This is an optimization exercise on Yosys and OpenROAD, whose aim is small area, a short achievable clock period and few clock cycles, not a production implementation.
Function was checked by simulation only, so behaviour that the tests miss may differ from the original.
Power figures rest on the tool's default switching activity, not on a simulated workload.

==> flow/design.v, too long to show whole: its modules and the start of the top module <==
// module alu_arbiter: 1337 lines
module alu_arbiter #(
  parameter int MUL_LAT = 3
) (
  input  logic        clk,
  input  logic        reset,
  input  logic        i_reqA_valid,
  input  logic        i_reqB_valid,
  output logic        o_reqA_ready,
  output logic        o_reqB_ready,
  input  logic [31:0] i_reqA_op1,
  input  logic [31:0] i_reqA_op2,
  input  logic [31:0] i_reqB_op1,
  input  logic [31:0] i_reqB_op2,
  input  logic [3:0]  i_reqA_sel,
  input  logic [3:0]  i_reqB_sel,
  output logic        o_rsp_valid,
  input  logic        i_rsp_ready,
  output logic        o_rsp_id,
  output logic [31:0] o_rsp_data,
  output logic        o_rsp_zflag,
  output logic        o_busy
);
  // ...
==> flow/flow/run.sh <==
#!/bin/bash
# Standard ORFS layout with two changes:
#  - after the standard synthesis, polarity.py removes inverters (it picks the
#    polarity of each full adder and XOR gate, both of which can absorb an
#    inversion, and splits half adders whose inputs are both inverted);
#    registers, ports and all other cells are unchanged;
#  - the port buffers are buf_1 cells (the resizer may upsize them) instead
#    of the default delay-buffer cell.
set -euo pipefail
R=orfs/results/${FLOW_PLATFORM}/alu_arbiter/base
bash standard.sh synth > log_synth.txt 2>&1
python3 flow/polarity.py $R/1_2_yosys.v $R/1_2_yosys.pol.v > log_polarity.txt 2>&1
mv $R/1_2_yosys.pol.v $R/1_2_yosys.v
rm -f $R/1_synth.odb $R/1_synth.sdc
bash standard.sh BUFFER_PORTS_ARGS="-buffer_cell sky130_fd_sc_hd__buf_1" finish > log_layout.txt 2>&1
==> flow/flow/polarity.py <==
#!/usr/bin/env python3
"""Remove inverters from a Yosys/ABC gate netlist of sky130hd cells without
touching its registers or ports.

  * A full adder is self-dual: FA(~a, ~b, ~c) = (~sum, ~carry), so each
    full-adder cell may be used in inverted form.
  * An XOR/XNOR gate absorbs an inversion of any input or of its output by
    swapping xor2 <-> xnor2 (same size).
  * A half adder whose two inputs both come through inverters computes
    (x ^ y, ~(x | y)): it becomes an xor2 and a nor2 of x and y.

The script picks the polarity of every full adder and XOR gate so that as few
signals as possible need an inverter, then rebuilds the inverters (one per
signal that needs its complement).  Registers, ports and all other cells stay
as they are.

usage: polarity.py IN.v OUT.v
"""
import random
import re
import sys
from collections import defaultdict

P = "sky130_fd_sc_hd__"
FA_RE = re.compile(P + r"fa_\d+$")
HA_RE = re.compile(P + r"ha_\d+$")
XOR_RE = re.compile(P + r"x(n?)or2_(\d+)$")
INV_RE = re.compile(P + r"(inv|clkinv)_\d+$")
OUT_PINS = {"X", "Y", "Q", "Q_N", "SUM", "COUT", "HI", "LO"}

src = open(sys.argv[1]).read()
inst_re = re.compile(r"^  (" + P + r"\w+) (\S+)\s+\((.*?)\n  \);\n", re.S | re.M)

cells = {}
order = []
spans = {}
for m in inst_re.finditer(src):
    typ, name, body = m.group(1), m.group(2), m.group(3)
    pins = {}
    for pm in re.finditer(r"\.(\w+)\(([^()]*)\)", body):
        pins[pm.group(1)] = pm.group(2).strip()
    cells[name] = [typ, pins]
    order.append(name)
    spans[name] = (m.start(), m.end())

ports = set()
for m in re.finditer(r"^\s*(input|output)\s+(\[[^\]]*\]\s*)?(\S+);", src, re.M):
    ports.add(m.group(3))


def is_port_net(n):
    return n.split("[")[0].strip() in ports or n in ports


k = [0]


def fresh(prefix):
    k[0] += 1
    return f"_pol_{prefix}{k[0]}_"


new_wires = []
added = {}          # new cells: name -> [type, pins]


def maps():
    driver, loads = {}, defaultdict(list)
    for name, (typ, pins) in list(cells.items()) + list(added.items()):
        for p, n in pins.items():
            if p in OUT_PINS:
                driver[n] = name
            else:
                loads[n].append((name, p))
    return driver, loads


def allcells():
    return {**cells, **added}


# ---- half adders with both inputs inverted -> xor2 + nor2
driver, loads = maps()
n_ha = 0
for name in list(cells):
    typ, pins = cells[name]
    if not HA_RE.match(typ):
        continue
    da, db = driver.get(pins["A"]), driver.get(pins["B"])
    if not (da and db and INV_RE.match(allcells()[da][0]) and INV_RE.match(allcells()[db][0])):
        continue
    x = allcells()[da][1]["A"]
    y = allcells()[db][1]["A"]
    cells[name] = [P + "xor2_1", {"A": x, "B": y, "X": pins["SUM"]}]
    added[fresh("nor")] = [P + "nor2_1", {"A": x, "B": y, "Y": pins["COUT"]}]
    n_ha += 1

# ---- signal model
cellsall = allcells()
driver, loads = maps()
inv_cells = {n for n, (t, _) in cellsall.items() if INV_RE.match(t)}


def root_of(net):
    par = 0
    for _ in range(16):
        d = driver.get(net)
        if d is None or d not in inv_cells:
            break
        net = cellsall[d][1]["A"]
        par ^= 1
    return net, par


req = defaultdict(list)       # root -> [cell, pin, parity]
for name, (typ, pins) in cellsall.items():
    if name in inv_cells:
        continue
    for p, n in pins.items():
        if p in OUT_PINS:
            continue
        r, par = root_of(n)
        req[r].append([name, p, par])

# roots whose inverter tree drives a port (or that are ports) stay as they are
fixed = set()
for n in list(driver):
    if is_port_net(n):
        fixed.add(root_of(n)[0])
for r in req:
    if is_port_net(r):
        fixed.add(r)

kind = {}
for name, (typ, _) in cellsall.items():
    if FA_RE.match(typ):
        kind[name] = "fa"
    elif XOR_RE.match(typ):
        kind[name] = "x"
flip = {n: 0 for n in kind}

drv_var = {}                  # root -> cell whose flip inverts it
for n, kd in kind.items():
    pins = cellsall[n][1]
    for p in (("SUM", "COUT") if kd == "fa" else ("X", "Y")):
        if p in pins:
            drv_var[pins[p]] = n
in_roots = defaultdict(set)   # cell -> roots feeding it
for r, L in req.items():
    for c, p, par in L:
        if c in kind:
            in_roots[c].add(r)

blocked = set()
for n, kd in kind.items():
    outs = [r for r, c in drv_var.items() if c == n]
    if any(r in fixed or r not in req for r in outs):
        blocked.add(n)
    if kd == "fa" and any(r in fixed for r in in_roots[n]):
        blocked.add(n)


def need(r, c, par):
    """does this load want the complement of root r's current value?"""
    if kind.get(c) == "x":
        return 0
    e = par
    if kind.get(c) == "fa" and flip[c]:
        e ^= 1
    d = drv_var.get(r)
    if d is not None and flip[d]:
        e ^= 1
    return e


def cost(r):
    for c, p, par in req[r]:
        if need(r, c, par):
            return 1
    return 0


def affected(n):
    rs = {r for r, c in drv_var.items() if c == n and r in req}
    if kind[n] == "fa":
        rs |= in_roots[n]
    return rs


# out-roots per variable (for speed)
outs_of = defaultdict(list)
for r, c in drv_var.items():
    if r in req:
        outs_of[c].append(r)


def affected_fast(n):
    rs = set(outs_of[n])
    if kind[n] == "fa":
        rs |= in_roots[n]
    return rs


free = [n for n in kind if n not in blocked]
before = sum(cost(r) for r in req)


def try_flip(n):
    rs = affected_fast(n)
    c0 = sum(cost(r) for r in rs)
    flip[n] ^= 1
    c1 = sum(cost(r) for r in rs)
    return c1 - c0


for _ in range(30):
    ch = 0
    for n in free:
        d = try_flip(n)
        if d < 0:
            ch += 1
        else:
            flip[n] ^= 1
    if not ch:
        break

# simulated annealing from the greedy result
rng = random.Random(1)
cur = sum(cost(r) for r in req)
best, best_flip = cur, dict(flip)
T = 1.0
steps = 40000
for s in range(steps):
    T = 1.0 * (1 - s / steps) + 0.02
    n = rng.choice(free)
    d = try_flip(n)
    if d <= 0 or rng.random() < pow(2.718, -d / T):
        cur += d
        if cur < best:
            best, best_flip = cur, dict(flip)
    else:
        flip[n] ^= 1
flip.update(best_flip)
after = sum(cost(r) for r in req)
print(f"polarity: {n_ha} half adders split; {sum(flip[n] for n in kind if kind[n]=='fa')} "
      f"full adders and {sum(flip[n] for n in kind if kind[n]=='x')} xor gates inverted; "
      f"signals needing a complement {before} -> {after}", file=sys.stderr)

# ---- rebuild the inverters of every root with a changed or inverted load
del_cells = set()
xor_par = defaultdict(int)    # xor cell -> polarity change
for n in kind:
    if kind[n] == "x" and flip[n]:
        xor_par[n] ^= 1

rebuild = set()
for r, L in req.items():
    if r in fixed:
        continue
    d = drv_var.get(r)
    if (d is not None and flip[d]) or any(par or (c in kind and flip[c]) for c, p, par in L):
        rebuild.add(r)

for r in sorted(rebuild):
    invs = [c for (c, p) in loads.get(r, []) if c in inv_cells]
    stack = list(invs)
    while stack:
        c = stack.pop()
        if c in del_cells:
            continue
        del_cells.add(c)
        on = cellsall[c][1]["Y"]
        assert not is_port_net(on), on
        stack.extend(x for (x, p) in loads.get(on, []) if x in inv_cells)
    d = drv_var.get(r)
    rflip = 1 if (d is not None and flip[d]) else 0
    inv_loads = []
    for ent in req[r]:
        c, p, par = ent
        if kind.get(c) == "x":
            # connect straight to the root; the gate absorbs the difference
            xor_par[c] ^= par ^ rflip
            cellsall[c][1][p] = r
            continue
        if need(r, c, par):
            inv_loads.append((c, p))
        else:
            cellsall[c][1][p] = r
    # one inverter per group of at most 8 loads, sized by its load count
    for g in range(0, len(inv_loads), 8):
        grp = inv_loads[g:g + 8]
        inv_net = fresh("n")
        new_wires.append(inv_net)
        size = 1 if len(grp) <= 2 else (2 if len(grp) <= 5 else 4)
        added[fresh("inv")] = [P + f"inv_{size}", {"A": r, "Y": inv_net}]
        for c, p in grp:
            cellsall[c][1][p] = inv_net
    cellsall = allcells()

# inverters left without loads (e.g. after half-adder splits) are removed
while True:
    used = set()
    for nm, (t, pins) in allcells().items():
        if nm in del_cells:
            continue
        for p, n in pins.items():
            if p not in OUT_PINS:
                used.add(n)
    dead = [nm for nm, (t, pins) in allcells().items()
            if nm not in del_cells and INV_RE.match(t)
            and pins["Y"] not in used and not is_port_net(pins["Y"])]
    if not dead:
        break
    del_cells.update(dead)

for c, v in xor_par.items():
    if v:
        typ = cellsall[c][0]
        m = XOR_RE.match(typ)
        newt = P + ("xor2_" if m.group(1) else "xnor2_") + m.group(2)
        pins = cellsall[c][1]
        if m.group(1):          # xnor2 (output Y) -> xor2 (output X)
            pins["X"] = pins.pop("Y")
        else:
            pins["Y"] = pins.pop("X")
        cellsall[c][0] = newt
        if c in cells:
            cells[c][0] = newt
        else:
            added[c][0] = newt


def esc(n):
    return n + " " if n.startswith("\\") else n


def emit(typ, name, pins):
    body = ",\n".join(f"    .{p}({esc(n)})" for p, n in pins.items())
    return f"  {typ} {name} (\n{body}\n  );\n"


out = []
pos = 0
for name in order:
    s, e = spans[name]
    out.append(src[pos:s])
    pos = e
    if name in del_cells:
        continue
    out.append(emit(cells[name][0], name, cells[name][1]))
    if name == order[-1]:
        for nn, (t, pins2) in added.items():
            if nn not in del_cells:
                out.append(emit(t, nn, pins2))
out.append(src[pos:])
text = "".join(out)
idx = text.index("  wire ")
text = text[:idx] + "".join(f"  wire {w};\n" for w in new_wires) + text[idx:]
# safety: every loaded net must have exactly one driver, else keep the input
drv_cnt = defaultdict(int)
loaded = set()
for t, nm, b in re.findall(r"(" + P + r"\w+)\s+(\S+)\s*\((.*?)\);", text, re.S):
    for p, net in re.findall(r"\.(\w+)\(([^)]*)\)", b):
        net = net.strip()
        if p in OUT_PINS:
            drv_cnt[net] += 1
        else:
            loaded.add(net)
bad = [n for n in loaded if drv_cnt[n] != 1 and not is_port_net(n) and not n.startswith("1'b")]
bad += [n for n, v in drv_cnt.items() if v > 1]
if bad:
    print(f"polarity: netlist check failed ({bad[:5]}); keeping the input netlist", file=sys.stderr)
    text = src
open(sys.argv[2], "w").write(text)
n_inv_before = len(inv_cells)
n_inv_after = n_inv_before - len(del_cells & inv_cells) + sum(1 for nn in added if INV_RE.match(added[nn][0]) and nn not in del_cells)
print(f"polarity: inverters {n_inv_before} -> {n_inv_after}", file=sys.stderr)
==> flow/standard.sh <==
#!/bin/bash
# synth_recipe.tcl (not shown) runs the flow's synth.tcl, then flattens the netlist and writes it again
# the make line also repeats each setting of config.mk as NAME=value (left out here)
make -C /OpenROAD-flow-scripts/flow DESIGN_CONFIG=/design/flow/config.mk WORK_HOME=/design/flow/orfs CLKGATE_MAP_FILE= SYNTH_SCRIPT=/design/flow/synth_recipe.tcl "${@:-finish}"
==> flow/config.mk <==
export PLATFORM = sky130hd
export DESIGN_NAME = alu_arbiter
export DESIGN_NICKNAME = alu_arbiter
export VERILOG_FILES = /design/flow/design.v
export SDC_FILE = /design/flow/constraint.sdc
export NUM_CORES = 4
export LEC_CHECK = 0
export ABC_AREA = 1
export ABC_CLOCK_PERIOD_IN_PS = 4700
export CAP_MARGIN = 20
export CORE_MARGIN = 2
export CORE_UTILIZATION = 40
export SETUP_SLACK_MARGIN = 4.8
export SLEW_MARGIN = 20
==> flow/constraint.sdc <==
create_clock -name core_clock -period 9.5 [get_ports {clk}]
set_input_delay 1.9000 -clock core_clock [delete_from_list [all_inputs] [get_ports {clk}]]
set_output_delay 1.9000 -clock core_clock [all_outputs]
set_load 0.01 [all_outputs]
==> run notes, run 1 <==
met2 WL=29,900 µm; sequential power share=20.5%; Syn Area/Cell=8.38 µm²; Critical path origin=i_rsp_ready; Hold Path Origin=id1$_DFF_P_; Slew Limit Headroom=32.2%; invs w/o clock=237; Critical Path Stages=6; final wirelength=64,800 µm; Max Used Layer=met4; critical path endpoint category=output port; met1 usage=32.3%; post-route ant nets=0; worst slew pin tran=1020 ps; antenna violations before repair=0; CP Capture Point=o_reqB_ready; largest net degree at the start of global routing=81; CP dominant cell by count=buf_1; Buffers excl. clock=216; Worst-path clk slew=70 ps; Initial DRT Pass Iterations=5; Post-CTS Setup Repair Bufs=2; CTS H-tree depth=4; GRT busiest layer=met2; Clock-cell share=2.50%; Pins Over Slew Limit=0; Clk Latency, worst-skew pair=460 ps; Resized cells post-CTS=9; Final Power=8.42 mW; most frequent cells in the layout=329 x nand2_1, 252 x o22ai_1, 246 x xor2_1, 221 x inv_1, 215 x nor2_1; Met1 Wirelength=28,200 µm; WL met3=4820 µm; status=timing/DRC/antenna clean; Fin Hold WS=470 ps; Largest Pwr Group=combinational cells; largest fanout on the critical path=3; Placer Congestion=0.908
Testbench counts, summed over its fixed seeds: cycles 2,416.
==> inputs of run 2 (changes only) <==
--- a/flow/design.v
+++ b/flow/design.v
@@ -25,32 +25,33 @@
   logic [31:0] a, b;
   logic [3:0]  sel;
   logic        is_mul, is_add, is_sub, is_and, is_or, is_slt;
   logic [31:0] ax, ay;
   logic [15:0] d_one, d_two, d_neg;
   logic        v1, id1;      
   logic        pick;         
   logic        qa, qb;       
+  logic        nv2, nlast_b;  
   logic [31:0] ma;           
   logic [31:0] ma_n;         
   logic [15:0] bo_n, bt_n;   
   assign ma = ~ma_n;
   assign bo = ~bo_n;
   assign bt = ~bt_n;
   logic [31:0] ay1;          
   logic        cin1;         
   logic [15:0] bo, bt, bn;   
   logic        v2, id2;      
   logic        cin2;
   assign cap_b   = v1 ? ~id1 : pick;
   assign cap_v   = cap_b ? i_reqB_valid : i_reqA_valid;
   assign stall        = v2 & ~i_rsp_ready;
-  assign o_reqA_ready = qa & i_reqA_valid & ~reset & ~stall & (~i_reqB_valid | last_b);
-  assign o_reqB_ready = qb & i_reqB_valid & ~reset & ~stall & (~i_reqA_valid | ~last_b);
+  assign o_reqA_ready = qa & i_reqA_valid & ~reset & (i_rsp_ready | nv2) & (~i_reqB_valid | ~nlast_b);
+  assign o_reqB_ready = qb & i_reqB_valid & ~reset & (i_rsp_ready | nv2) & (~i_reqA_valid | nlast_b);
   assign accept       = o_reqA_ready | o_reqB_ready;
   assign o_rsp_valid  = v2;
   assign o_rsp_id     = id2;
   assign o_busy       = v2;
   assign a   = cap_b ? i_reqB_op1 : i_reqA_op1;
   assign b   = cap_b ? i_reqB_op2 : i_reqA_op2;
   assign sel = cap_b ? i_reqB_sel : i_reqA_sel;
   assign is_and = (sel == 4'b0000);
@@ -76,21 +77,25 @@
   end
   always_ff @(posedge clk or posedge reset) begin
     if (reset) begin
       last_b <= 1'b1;
       pick   <= 1'b0;
       v1     <= 1'b0;
       qa     <= 1'b0;
       qb     <= 1'b0;
+      nv2    <= 1'b1;
+      nlast_b <= 1'b0;
       v2     <= 1'b0;
     end else begin
       v1 <= cap_v;
       qa <= cap_v & ~cap_b;
       qb <= cap_v & cap_b;
+      if (accept) nlast_b <= ~id1;
+      if (!stall) nv2 <= ~accept;
       pick <= v1 ? id1 : ~pick;
       if (accept) last_b <= id1;
       if (!stall) v2 <= accept;
     end
   end
   always_ff @(posedge clk) begin
     id1  <= cap_b;
     ma_n <= ~ax;
==> run 2 against run 1 <==
Net effect: cell count increased by 1.4%; via count increased by 1.7%; worst setup slack improved by 54 ps; clock power increased by 2%; fmax increased by 1.2%; worst hold slack improved by 17 ps; global-route usage increased by 0.39 points; cell area increased by 1.5%; wire length increased by 3.0%; first-iteration DRC count decreased by 0.92%; die area increased by 0.84%; critical endpoint is now o_rsp_data[24]; highest routed layer unchanged.
==> run notes, run 2 <==
crit path launch type=flip-flop (was input port); total vias in the final route=18,100 (was 17,800); CTS tree=yes (unchanged); Place WS=4830 ps (was 4630 ps); GRT Overall Usage=24.6% (was 24.2%); WP data required=7600 ps (about the same); status=timing/DRC/antenna clean (unchanged); final setup fails=0 (unchanged); setup slack, reg-to-reg=4950 ps (was 5050 ps); Cells after Synth=2,516 (was 2,499); maxcap violations=0 (unchanged); Syn Area/Cell=8.39 µm² (was 8.38 µm²); Clk network pwr share=8.5% (about the same); CP cell instances=xor2_2 -> a21oi_1 -> nand2_1 -> a21oi_1 -> nand3_1 -> a21oi_1 -> xor2_1 -> buf_1 (was buf_1 -> clkinvlp_4 -> nand2_8 -> nand4_1 -> a21oi_1 -> buf_1); CTS Buf Count=17 (unchanged); Syn Nets=2,981 (was 2,964); critical path arrival=2660 ps (was 2710 ps); CP Class=reg2out (was in2out); clock skew=19.3 ps (was 12.7 ps); Sw Ratio=53.4% (was 53.2%); final period utilization=48.0% (was 48.6%); Final HPWL DP=49,500 µm (was 47,300 µm); vias per inst=5.51 (was 5.50); Critical Path Max Stage Delay=460 ps (was 180 ps); Placer Congestion=0.925 (was 0.908); Initial DRT Pass Iterations=6 (was 5); biggest regs=ay1 x32, ma_n x32 (unchanged); first-pass GRT wire length=103,000 µm (was 101,000 µm); worst slew pin tran=1110 ps (was 1020 ps); Hold Path Stages=0 (unchanged); I/O pin total=179 (unchanged); Area Overhead vs Synth=9.18% (was 8.44%); Worst path slowest cell=edfxtp_1 (was a21oi_1); switching pwr=4.58 mW (was 4.48 mW); CTS root buf=clkbuf_16 (unchanged); row count=84 (was 83); die height=234 µm (was 233 µm); final wirelength=66,700 µm (was 64,800 µm); WP buf/inv=1 (was 3); CTS Sinks=188 (was 187); nets@finish=3,054 (was 3,018); largest fanout on the critical path=7 (was 3); Die Width=234 µm (was 233 µm); FMAX=219 MHz (was 217 MHz); worst setup margin=4940 ps (was 4890 ps); pwr dens=372 nW/µm² (was 371 nW/µm²); Starting Density=40.4% (was 40.7%); CTS H-tree depth=4 (unchanged); internal power=4.00 mW (was 3.94 mW); Non-Filler Instances=3,291 (was 3,246); GRT overflow=0 (unchanged); layout cells sized above 1=10.6% (was 8.85%); placed instance area=22,200 µm² (was 21,900 µm²); area of the die=54,700 µm² (was 54,200 µm²); sequential power share=19.6% (was 20.5%); Initial DRC Count=1,610 (was 1,625); worst IR drop on VDD=252 µV (was 211 µV); number of global-route vias before repair=17,800 (was 17,600); Final Power=8.58 mW (was 8.42 mW); filler instances=5,147 (was 5,146); Worst-path clk slew=80 ps (was 70 ps); Port Buf Inserts=178 (unchanged); Post-Place Cells=3,248 (was 3,208); most frequent cells in the layout=357 x nand2_1, 244 x o22ai_1, 238 x xor2_1, 236 x inv_1, 196 x fa_1 (was 329 x nand2_1, 252 x o22ai_1, 246 x xor2_1, 221 x inv_1, 215 x nor2_1); static leakage=11.4 nW (was 11.1 nW); post-route ant nets=0 (unchanged); most common cell after layout, fill and taps aside=nand2_1 (unchanged); Fin Setup TNS=0 ps (unchanged); cell depth of the worst flop-to-flop path=9 (was 8); cell area after layout=23,100 µm² (was 22,700 µm²); core area=52,300 µm² (was 51,500 µm²); Synth warnings=1 (unchanged); Critical Path Stages=8 (was 6); critical path endpoint category=output port (unchanged); antenna violations before repair=0 (unchanged); largest net degree at the start of global routing=81 (unchanged); Worst Hold Class=reg2reg (unchanged); post-route minimum period=4560 ps (was 4610 ps); Post-Synthesis Cell Area=21,100 µm² (was 20,900 µm²); drt drc=0 (unchanged); Clk Latency, worst-skew pair=480 ps (was 460 ps); wire per inst=20.3 µm (was 20.0 µm); RSZ-0062 raised after global routing=yes (unchanged); final-report hold violation count=0 (unchanged); Slew Limit Headroom=25.6% (was 32.2%); CP dominant cell by count=a21oi_1 (was buf_1); Clock Tree Buf Depth=2 (unchanged); combinational share of power=71.9% (was 71.0%); Pins Over Slew Limit=0 (unchanged); crit-path leading delay family=compound AO/OA/AOI/OAI gates (was buffers and inverters)
## run 2: final timing paths
path                                      start         endpoint
worst max-delay path            r19_0$_DFFE_PN_   o_rsp_data[24]
worst min-delay path                id1$_DFF_P_    id2$_DFFE_PN_
worst max register to register    bn[0]$_DFF_P_  r30_1$_DFFE_PN_
worst min register to register      id1$_DFF_P_    id2$_DFFE_PN_
max in group asynchronous                 reset  nv2$_DFFE_PP1N_
min in group asynchronous                 reset   v2$_DFFE_PP0N_
## run 2: per-layer routing
metal	global-route usage, %	routed length (µm)	part of all wire (%)	vias up
met4	8.15	1970	3.0	0
met5	0	0	0	-
met3	3.88	5060	7.6	130
li1	-	-	-	8459
met2	40.9	30900	46	895
met1	32.7	28800	43	8660
## run 2: layout make-up
class                           instances  area [µm²]  share of cell area, %
Antenna cell                            1        2.50                 0.0109
Clock buffer                           19         454                   1.97
Clock inverter                         13         146                  0.635
Inverter                              258         981                   4.25
Multi-Input combinational cell       1897       15100                   65.5
Sequential cell                       188        4480                   19.4
Tap cell                              688         861                   3.73
Timing Repair Buffer                  227        1040                   4.51
## run 2: through the flow
step	hold slack [ps]	utilization (%)
after global placement	473	42.4
after detailed placement	466	42.4
after floorplan	386	-
after global routing	518	44.1
after CTS	485	43.7
final	486	44.1
## run 2: power groups by stage
stage | clock network (mW) | registers, mW | logic [mW]
6_report | 0.732 | 1.68 | 6.17
3_5_place_dp | 0 | 1.67 | 6.08
4_1_cts | 0.745 | 1.66 | 6.11
2_1_floorplan | 0 | 1.46 | 4.54
3_3_place_gp | 0 | 1.66 | 5.90
5_1_grt | 0.775 | 1.72 | 6.89
## run 2: worst register-to-register path, cell delays in order (launching register included)
cell and delay [ps]:
dfxtp_1 320, buf_4 370, inv_2 290, xnor2_1 300
fa_1 490, fa_1 530, fa_1 530, fa_1 470
fa_1 570, fa_1 430
## run 2: timing repair
| item | 4_1_cts | 5_1_grt |
|---|---|---|
| hold buffers | 0 | 0 |
| gates resized for setup | 11 | 26 |
| pin swaps | 1 | 3 |
| buffers inserted | 0 | 10 |
| setup endpoints to repair | 6 | 15 |
Testbench counts of run 2, summed over its fixed seeds: cycles 2,416.
==> inputs of run 3 (changes only) <==
--- a/flow/config.mk
+++ b/flow/config.mk
@@ -7,8 +7,8 @@
 export LEC_CHECK = 0
 export ABC_AREA = 1
-export ABC_CLOCK_PERIOD_IN_PS = 4700
+export ABC_CLOCK_PERIOD_IN_PS = 4500
 export CAP_MARGIN = 20
 export CORE_MARGIN = 2
 export CORE_UTILIZATION = 40
-export SETUP_SLACK_MARGIN = 4.8
+export SETUP_SLACK_MARGIN = 5.0
 export SLEW_MARGIN = 20
==> run 3 against run 2 <==
Net effect: still clean; fmax increased by 2.9%; sequential share of layout area decreased by 0.32 points; core utilization increased by 0.79 points; via count increased by 0.16%; global-route usage about the same; largest power group unchanged.
==> run notes, run 3 <==
wire per inst=20.3 µm (about the same); GRT overflow=0 (unchanged); final-report hold violation count=0 (unchanged); Register Area=4480 µm² (about the same); CTS tree=yes (unchanged); biggest regs=ay1 x32, ma_n x32 (unchanged); Clock Tree Buf Depth=2 (unchanged); GRT Overall Usage=24.6% (about the same); number of global-route vias before repair=17,800 (about the same); Starting Density=40.4% (unchanged); most frequent cells in the layout=354 x nand2_1, 244 x o22ai_1, 237 x xor2_1, 234 x inv_1, 196 x fa_1 (was 357 x nand2_1, 244 x o22ai_1, 238 x xor2_1, 236 x inv_1, 196 x fa_1); Final HPWL DP=49,500 µm (unchanged); critical path endpoint category=output port (unchanged); FMAX=226 MHz (was 219 MHz); nets@finish=3,069 (was 3,054); CTS Buf Count=17 (unchanged); Placer Congestion=0.925 (unchanged); worst IR drop on VDD=254 µV (was 252 µV); placed instance area=22,200 µm² (unchanged); Die Width=234 µm (unchanged); drt drc=0 (unchanged); CTS H-tree depth=4 (unchanged); Port Buf Inserts=178 (unchanged); static leakage=11.5 nW (was 11.4 nW); WP data required=7600 ps (about the same); vias per inst=5.50 (was 5.51); Worst Hold Class=reg2reg (unchanged); worst setup margin=5070 ps (was 4940 ps); crit path launch type=flip-flop (unchanged); first-pass GRT wire length=103,000 µm (about the same); Worst-path clk slew=80 ps (about the same); final wirelength=67,100 µm (was 66,700 µm); Multi-input gate area=15,400 µm² (was 15,100 µm²); CTS root buf=clkbuf_16 (unchanged); ant diodes=0 (was 1); Syn Area/Cell=8.39 µm² (unchanged); row count=84 (unchanged); Synth warnings=1 (unchanged); final period utilization=46.6% (was 48.0%); cell depth of the worst flop-to-flop path=9 (unchanged); most common cell after layout, fill and taps aside=nand2_1 (unchanged); CP Class=reg2out (unchanged); Pins Over Slew Limit=0 (unchanged); Cells after Synth=2,516 (unchanged); die height=234 µm (unchanged); Initial DRC Count=1,680 (was 1,610); worst slew pin tran=1180 ps (was 1110 ps); Clk Latency, worst-skew pair=470 ps (was 480 ps); largest net degree at the start of global routing=81 (unchanged); core area=52,300 µm² (unchanged); layout cells sized above 1=12.7% (was 10.6%); Final Power=8.74 mW (was 8.58 mW); area of the die=54,700 µm² (unchanged); post-route ant nets=0 (unchanged); CTS Sinks=188 (unchanged); status=timing/DRC/antenna clean (unchanged); Syn Nets=2,981 (unchanged); post-route minimum period=4430 ps (was 4560 ps); maxcap violations=0 (unchanged); total vias in the final route=18,200 (was 18,100); Hold Path Stages=0 (unchanged); largest fanout on the critical path=7 (unchanged); Fin Setup TNS=0 ps (unchanged); critical path arrival=2530 ps (was 2660 ps); clock skew=18.9 ps (was 19.3 ps); pwr dens=372 nW/µm² (about the same); final setup fails=0 (unchanged); cell area after layout=23,500 µm² (was 23,100 µm²); I/O pin total=179 (unchanged); Post-Synthesis Cell Area=21,100 µm² (unchanged); RSZ-0062 raised after global routing=yes (unchanged); filler instances=5,123 (was 5,147); antenna violations before repair=0 (unchanged); Place WS=4830 ps (unchanged); Initial DRT Pass Iterations=5 (was 6); Area Overhead vs Synth=11.1% (was 9.18%); Slew Limit Headroom=21.6% (was 25.6%)
## run 3: where the power goes
part	switching, mW	internal [mW]	total, mW
Clock	0.365	0.368	0.732
Combinational	3.89	2.41	6.30
Sequential	0.387	1.32	1.71
## run 3: critical path, stage by stage, from the launching register on
cell and delay (ps):
edfxtp_1 500, xor2_4 260, a21o_1 230, a21oi_1 210, o21a_1 160, inv_1 80
a21oi_1 150, o21ai_2 100, xor2_1 200, buf_1 180
## run 3: layout make-up
class | instances | area share (%)
multi-input cells | 1897 | 65.4
flip-flops and latches | 188 | 19.1
clock inverters | 13 | 0.624
repair buffers | 242 | 5.07
well taps | 688 | 3.67
inverters | 258 | 4.18
clock buffers | 19 | 1.93
## run 3: final timing paths
path | slack [ps] | startpoint | end
setup / recovery | 5070 | r20_0$_DFFE_PN_ | o_rsp_data[23]
hold / removal | 490 | id1$_DFF_P_ | id2$_DFFE_PN_
setup reg to reg | 5160 | bn[0]$_DFF_P_ | r30_1$_DFFE_PN_
hold reg to reg | 490 | id1$_DFF_P_ | id2$_DFFE_PN_
max in group asynchronous | 7890 | reset | nv2$_DFFE_PP1N_
min in group asynchronous | 1340 | reset | v2$_DFFE_PP0N_
## run 3: stage by stage
| step | util, % | instances | hold slack (ps) |
|---|---|---|---|
| floorplan | - | 2516 | 386 |
| global placement | 42.4 | 3248 | 473 |
| detailed placement | 42.4 | 3248 | 466 |
| CTS | 44.0 | 3289 | 485 |
| global route | 44.9 | 3305 | 517 |
| finish | 44.9 | 3305 | 487 |
## run 3: what timing repair did
| item | CTS | global route |
|---|---|---|
| pin swaps | 6 | 16 |
| setup endpoints to repair | 19 | 21 |
| setup buffers | 9 | 16 |
| gates resized for setup | 38 | 69 |
| hold buffers | 0 | 0 |
## run 3: metal layers
metal | global-route usage (%) | up-vias | share of wire, %
met2 | 41.0 | 832 | 47
met1 | 32.5 | 8739 | 43
met3 | 4.22 | 120 | 7.2
li1 | - | 8482 | -
met5 | 0 | - | 0
met4 | 8.07 | 0 | 2.9
==> inputs of run 4 (changes only) <==
--- a/flow/config.mk
+++ b/flow/config.mk
@@ -7,5 +7,5 @@
 export LEC_CHECK = 0
 export ABC_AREA = 1
-export ABC_CLOCK_PERIOD_IN_PS = 4500
+export ABC_CLOCK_PERIOD_IN_PS = 4700
 export CAP_MARGIN = 20
 export CORE_MARGIN = 2
==> run 4 against run 3 <==
Net effect: flip-flop and latch count did not move; clock skew did not move; critical endpoint unchanged; combinational power is essentially flat; largest power group unchanged; clock power about the same; power unchanged; sequential share of layout area is the same; still clean on timing, DRC and antenna; non-clock buffer count unchanged; die area unchanged; synthesized area did not move; count of clock-buffer cells in the layout unchanged; fmax stayed put.
==> run notes, run 4 <==
core area=52,300 µm² (unchanged); static leakage=11.5 nW (unchanged); Starting Density=40.4% (unchanged); switching pwr=4.64 mW (unchanged); CTS root buf=clkbuf_16 (unchanged); CTS Buf Count=17 (unchanged); nets@finish=3,069 (unchanged); Worst path slowest cell=edfxtp_1 (unchanged); Fin Hold WS=487 ps (unchanged); pwr dens=372 nW/µm² (unchanged); worst slew pin tran=1180 ps (unchanged); CTS tree=yes (unchanged); WP data required=7600 ps (about the same); final setup fails=0 (unchanged); most frequent cells in the layout=354 x nand2_1, 244 x o22ai_1, 237 x xor2_1, 234 x inv_1, 196 x fa_1 (unchanged); die height=234 µm (unchanged); antenna violations before repair=0 (unchanged); CTS H-tree depth=4 (unchanged); crit-path leading delay family=compound AO/OA/AOI/OAI gates (unchanged); biggest regs=ay1 x32, ma_n x32 (unchanged); worst IR drop on VDD=254 µV (unchanged); Clock Tree Buf Depth=2 (unchanged); Hold Path Origin=id1$_DFF_P_ (unchanged); Final Power=8.74 mW (unchanged); wire per inst=20.3 µm (unchanged); CTS Hold Buffers Added=0 (unchanged); crit path launch type=flip-flop (unchanged); Port Buf Inserts=178 (unchanged); final period utilization=46.6% (unchanged); total vias in the final route=18,200 (unchanged); GRT Overall Usage=24.6% (unchanged); sequential power share=19.5% (about the same); Fin Setup TNS=0 ps (unchanged); Initial DRT Pass Iterations=5 (unchanged); Syn Nets=2,981 (unchanged); Pins Over Slew Limit=0 (unchanged); ant diodes=0 (unchanged); cell depth of the worst flop-to-flop path=9 (unchanged); Clk network pwr share=8.4% (about the same); final-report hold violation count=0 (unchanged); row count=84 (unchanged); FF-to-FF End=r30_1$_DFFE_PN_ (unchanged); CTS Sinks=188 (unchanged); post-route minimum period=4430 ps (unchanged); worst r2r src=bn[0]$_DFF_P_ (unchanged); setup slack, reg-to-reg=5160 ps (about the same); status=timing/DRC/antenna clean (unchanged); Critical Path Max Stage Delay=500 ps (about the same); filler instances=5,123 (unchanged); Worst-path clk slew=80 ps (about the same); layout cells sized above 1=12.7% (unchanged); post-route ant nets=0 (unchanged); Sw Ratio=53.1% (unchanged); Placer Congestion=0.925 (unchanged); I/O pin total=179 (unchanged); FMAX=226 MHz (unchanged); Clk Latency, worst-skew pair=470 ps (about the same); Die Width=234 µm (unchanged); Slew Limit Headroom=21.6% (unchanged); area of the die=54,700 µm² (unchanged); first-pass GRT wire length=103,000 µm (unchanged); combinational share of power=72.1% (about the same); Cells after Synth=2,516 (unchanged); clock skew=18.9 ps (unchanged); maxcap violations=0 (unchanged); Worst Hold Class=reg2reg (unchanged); internal power=4.09 mW (unchanged); CP cell instances=xor2_4 -> a21o_1 -> a21oi_1 -> o21a_1 -> inv_1 -> a21oi_1 -> o21ai_2 -> xor2_1 -> buf_1 (unchanged); critical path arrival=2530 ps (about the same); Post-Synthesis Cell Area=21,100 µm² (unchanged); RSZ-0062 raised after global routing=yes (unchanged); final wirelength=67,100 µm (unchanged); Hold Crit Endpoint=id2$_DFFE_PN_ (unchanged); WP buf/inv=2 (unchanged); largest net degree at the start of global routing=81 (unchanged); largest fanout on the critical path=7 (unchanged); Area Overhead vs Synth=11.1% (unchanged); Hold Path Stages=0 (unchanged); CP dominant cell by count=a21oi_1 (unchanged); GRT overflow=0 (unchanged); Final HPWL DP=49,500 µm (unchanged); Syn Area/Cell=8.39 µm² (unchanged); Layout Utilization=44.9% (unchanged); CP Class=reg2out (unchanged); Initial DRC Count=1,680 (unchanged); drt drc=0 (unchanged); vias per inst=5.50 (unchanged); most common cell after layout, fill and taps aside=nand2_1 (unchanged); number of global-route vias before repair=17,800 (unchanged); Synth warnings=1 (unchanged); critical path endpoint category=output port (unchanged)
-- run 4: final cells by class --
cell class | instances | area [µm²] | area share (%)
clock buffer | 19 | 454 | 1.93
clock inverter | 13 | 146 | 0.624
inverter | 258 | 981 | 4.18
multi-input combinational | 1897 | 15400 | 65.4
sequential | 188 | 4480 | 19.1
tap | 688 | 861 | 3.67
timing repair buffer | 242 | 1190 | 5.07
-- run 4: routing by layer --
layer | global-route usage [%] | wire length (µm) | vias up | part of all wire (%)
li1 | - | - | 8482 | -
met1 | 32.5 | 29100 | 8739 | 43
met2 | 41.0 | 31200 | 832 | 47
met3 | 4.22 | 4850 | 120 | 7.2
met4 | 8.07 | 1930 | 0 | 2.9
met5 | 0 | 0 | - | 0
-- run 4: power groups by stage --
stage | Sequential [mW] | Clock [mW] | Combinational (mW)
floorplan | 1.46 | 0 | 4.54
global placement | 1.66 | 0 | 5.90
detailed placement | 1.67 | 0 | 6.08
CTS | 1.66 | 0.745 | 6.16
global route | 1.74 | 0.776 | 7.03
finish | 1.71 | 0.732 | 6.30
-- run 4: worst max path at each step --
stage                     from               to  slack, ps  cells after the start
2_1_floorplan      i_rsp_ready     o_reqB_ready       5150                      4
3_5_place_dp   bt_n[3]$_DFF_P_  r30_1$_DFFE_PN_       4830                      8
3_3_place_gp   bt_n[3]$_DFF_P_  r30_1$_DFFE_PN_       4900                      8
6_report       r20_0$_DFFE_PN_   o_rsp_data[23]       5070                      9
4_1_cts        r19_0$_DFFE_PN_   o_rsp_data[23]       4990                      9
5_1_grt        r25_1$_DFFE_PN_      o_rsp_zflag       4970                      8
-- run 4: what timing repair did --
| action | 4_1_cts | 5_1_grt |
|---|---|---|
| resized for setup | 38 | 69 |
| hold endpoints to repair | 0 | 0 |
| setup buffers | 9 | 16 |
| setup endpoints to repair | 19 | 21 |
| pin swaps | 6 | 16 |
-- run 4: metrics by stage --
stage | worst slack, ps | cells | area (µm²)
2_1_floorplan | 5150 | 2516 | 21100
3_3_place_gp | 4900 | 3248 | 22200
3_5_place_dp | 4830 | 3248 | 22200
4_1_cts | 4990 | 3289 | 23000
5_1_grt | 4970 | 3305 | 23500
6_report | 5070 | 3305 | 23500
==> inputs of run 5 (changes only) <==
--- a/flow/flow/run.sh
+++ b/flow/flow/run.sh
@@ -13,3 +13,3 @@
 mv $R/1_2_yosys.pol.v $R/1_2_yosys.v
 rm -f $R/1_synth.odb $R/1_synth.sdc
-bash standard.sh BUFFER_PORTS_ARGS="-buffer_cell sky130_fd_sc_hd__buf_1" finish > log_layout.txt 2>&1
+bash standard.sh SETUP_SLACK_MARGIN=5.2 BUFFER_PORTS_ARGS="-buffer_cell sky130_fd_sc_hd__buf_1" finish > log_layout.txt 2>&1
==> run 5 against run 4 <==
Net effect: register-to-register slack better by 130 ps; via count is 1.0% higher; sequential power hardly changed; worst setup slack worse by 19 ps; core utilization is 1.7 points higher; clock skew is 6.2 ps lower; wire length is 2.1% higher; fmax is 0.43% lower; count of clock-buffer cells in the layout is 1 lower; critical path depth is 3 lower; cell area is 3.8% higher.
==> run notes, run 5 <==
Clock Tree Buf Depth=2 (unchanged); CP Class=in2out (was reg2out); Syn Nets=2,981 (unchanged); largest fanout on the critical path=2 (was 7); Worst Hold Class=reg2reg (unchanged); CTS Hold Buffers Added=0 (unchanged); Critical Path Max Stage Delay=170 ps (was 500 ps); Sw Ratio=52.6% (was 53.1%); Non-Filler Instances=3,372 (was 3,305); Slew Limit Headroom=24.1% (was 21.6%); Area Overhead vs Synth=15.4% (was 11.1%); Layout Utilization=46.6% (was 44.9%); most common cell after layout, fill and taps aside=nand2_1 (unchanged); filler instances=5,074 (was 5,123); biggest regs=ay1 x32, ma_n x32 (unchanged); ant diodes=0 (unchanged); Final Power=9.02 mW (was 8.74 mW); drt drc=0 (unchanged); RSZ-0062 raised after global routing=yes (unchanged); Port Buf Inserts=178 (unchanged); wire per inst=20.3 µm (about the same); layout cells sized above 1=17.5% (was 12.7%); Placer Congestion=0.919 (was 0.925); worst r2r src=bn[9]$_DFF_P_ (was bn[0]$_DFF_P_); WP buf/inv=4 (was 2); Syn Area/Cell=8.39 µm² (unchanged); worst slew pin tran=1140 ps (was 1180 ps); Worst-path clk slew=80 ps (about the same); Cells after Synth=2,516 (unchanged); FMAX=225 MHz (was 226 MHz); Critical path origin=i_rsp_ready (was r20_0$_DFFE_PN_); final wirelength=68,500 µm (was 67,100 µm); nets@finish=3,136 (was 3,069); CP cell instances=buf_1 -> inv_2 -> a21oi_2 -> inv_1 -> nor3_2 -> buf_2 (was xor2_4 -> a21o_1 -> a21oi_1 -> o21a_1 -> inv_1 -> a21oi_1 -> o21ai_2 -> xor2_1 -> buf_1); Post-Place Cells=3,245 (was 3,248); core area=52,300 µm² (unchanged); row count=84 (unchanged); clock skew=12.7 ps (was 18.9 ps); Die Width=234 µm (unchanged); most frequent cells in the layout=348 x nand2_1, 244 x o22ai_1, 236 x xor2_1, 231 x inv_1, 196 x fa_1 (was 354 x nand2_1, 244 x o22ai_1, 237 x xor2_1, 234 x inv_1, 196 x fa_1); largest net degree at the start of global routing=81 (unchanged); Clk Latency, worst-skew pair=460 ps (was 470 ps); sequential power share=19.3% (was 19.5%); total vias in the final route=18,400 (was 18,200); Pins Over Slew Limit=0 (unchanged); combinational share of power=72.7% (was 72.1%); post-route ant nets=0 (unchanged); switching pwr=4.74 mW (was 4.64 mW); post-route minimum period=4450 ps (was 4430 ps); static leakage=12.0 nW (was 11.5 nW); CTS tree=yes (unchanged); internal power=4.27 mW (was 4.09 mW); vias per inst=5.44 (was 5.50); final setup fails=0 (unchanged); GRT overflow=0 (unchanged); Initial DRC Count=1,595 (was 1,680); number of global-route vias before repair=17,800 (about the same); cell area after layout=24,400 µm² (was 23,500 µm²); area of the die=54,700 µm² (unchanged); worst IR drop on VDD=231 µV (was 254 µV); Clk network pwr share=8.0% (was 8.4%); antenna violations before repair=0 (unchanged); Synth warnings=1 (unchanged); placed instance area=22,200 µm² (about the same); maxcap violations=0 (unchanged); WP data required=7600 ps (about the same); final period utilization=46.8% (was 46.6%); die height=234 µm (unchanged); Post-Synthesis Cell Area=21,100 µm² (unchanged); first-pass GRT wire length=103,000 µm (about the same); Final HPWL DP=50,700 µm (was 49,500 µm); Fin Setup TNS=0 ps (unchanged); pwr dens=370 nW/µm² (was 372 nW/µm²); CTS Sinks=188 (unchanged); CTS root buf=clkbuf_16 (unchanged); status=timing/DRC/antenna clean (unchanged); Hold Path Origin=cin1$_DFF_P_ (was id1$_DFF_P_); GRT Overall Usage=24.7% (was 24.6%); crit path launch type=input port (was flip-flop); critical path endpoint category=output port (unchanged); Initial DRT Pass Iterations=6 (was 5); critical path arrival=2550 ps (was 2530 ps); final-report hold violation count=0 (unchanged); Worst path slowest cell=buf_2 (was edfxtp_1); crit-path leading delay family=buffers and inverters (was compound AO/OA/AOI/OAI gates); CTS Buf Count=17 (unchanged); I/O pin total=179 (unchanged); CTS H-tree depth=4 (unchanged); Starting Density=40.4% (unchanged)
==> run 5: worst register-to-register path, stage by stage, from the launching register on <==
cell and delay (ps):
dfxtp_1 990, xor2_1 310, ha_1 310, fa_1 540, fa_1 440, fa_1 440
xor2_1 160, nand2_1 70, nand2_1 70, inv_1 50, nand2_1 70, nand2_1 50
nand2_1 50, nand2_1 50, xor2_1 150, inv_1 60, nand3_1 70, nand2_1 70
inv_1 30
==> run 5: stage by stage <==
step                hold WS, ps  worst slack, ps
floorplan                   386             5230
global placement            447             4870
detailed placement          441             4840
CTS                         464             5090
global route                494             4970
finish                      452             5050
==> run 5: power groups by stage <==
| stage | sequential (mW) | clock [mW] | combinational [mW] |
|---|---|---|---|
| after global placement | 1.69 | 0 | 5.89 |
| after detailed placement | 1.70 | 0 | 6.08 |
| after global routing | 1.77 | 0.766 | 7.31 |
| final | 1.74 | 0.721 | 6.56 |
| after CTS | 1.72 | 0.733 | 6.28 |
| after floorplan | 1.46 | 0 | 4.54 |
==> run 5: routing by layer <==
metal / vias to the layer above / track usage (%) / share of wire (%)
met1: 8872 / 33.1 / 43
met5: - / 0 / 0
met3: 118 / 3.77 / 6.2
met4: 0 / 8.15 / 3.3
met2: 739 / 40.9 / 47
li1: 8626 / - / -
==> run 5: cell type report <==
class / count / area, µm² / share of cell area [%]
Multi-Input combinational cell: 1897 / 15600 / 63.9
Sequential cell: 188 / 4520 / 18.5
Timing Repair Buffer: 309 / 1850 / 7.61
Inverter: 258 / 983 / 4.03
Tap cell: 688 / 861 / 3.53
Clock buffer: 18 / 439 / 1.80
Clock inverter: 14 / 153 / 0.626
==> run 5: final timing paths <==
path / endpoint / depth (start not counted) / slack [ps]
min: cin2$_DFFE_PN_ / 0 / 450
max in group asynchronous: nv2$_DFFE_PP1N_ / 2 / 7890
max reg2reg: r31_1$_DFFE_PN_ / 18 / 5290
min in group asynchronous: nlast_b$_DFFE_PP0N_ / 2 / 1350
max: o_reqB_ready / 6 / 5050
min reg2reg: cin2$_DFFE_PN_ / 0 / 450
==> run 5: timing repair <==
item / CTS / global route
endpoints found under the setup margin: 39 / 31
hold endpoints to repair: 0 / 0
resized for setup: 108 / 101
cloned: 0 / 4
setup buffers: 35 / 56
pin swaps: 17 / 39

==> afterwards: timing with drivers on the ports <==
Ports are ideal in the flow. The routed layouts listed here were re-timed in OpenROAD.
Step 1 (the two cells are an assumption about what drives the block):
set clk [get_ports {clk}]
set_driving_cell -lib_cell sky130_fd_sc_hd__clkbuf_16 $clk
set_driving_cell -lib_cell sky130_fd_sc_hd__buf_2 [delete_from_list [all_inputs] $clk]
Step 2 moves the port delays by t, midway between the first and last clock arrival at a register: inputs arrive t later, outputs are due t later. That takes back most of the time a late clock gives input paths.
Slacks: ideal / step 1 / step 2; pairs: ideal / step 1.
| run | t, ns | setup WS [ns] | clock arrival spread, ns | worst data-port slew with drivers (ns) |
|---|---|---|---|---|
| run 1 | 0.516 | 4.886 / 4.862 / 4.862 | 0.013 / 0.013 | 0.05 |
| run 2 | 0.526 | 4.940 / 4.880 / 4.921 | 0.020 / 0.019 | 0.04 |
| run 3 | 0.522 | 5.070 / 5.013 / 5.036 | 0.019 / 0.019 | 0.04 |
| run 4 | 0.522 | 5.070 / 5.013 / 5.036 | 0.019 / 0.019 | 0.04 |
| run 5 | 0.512 | 5.051 / 5.029 / 4.709 | 0.012 / 0.013 | 0.05 |
After both steps setup and hold are still met in every run listed. The setup slack of run 5, which loses most, moves by -0.022 ns with the drivers and by -0.342 ns with both steps.
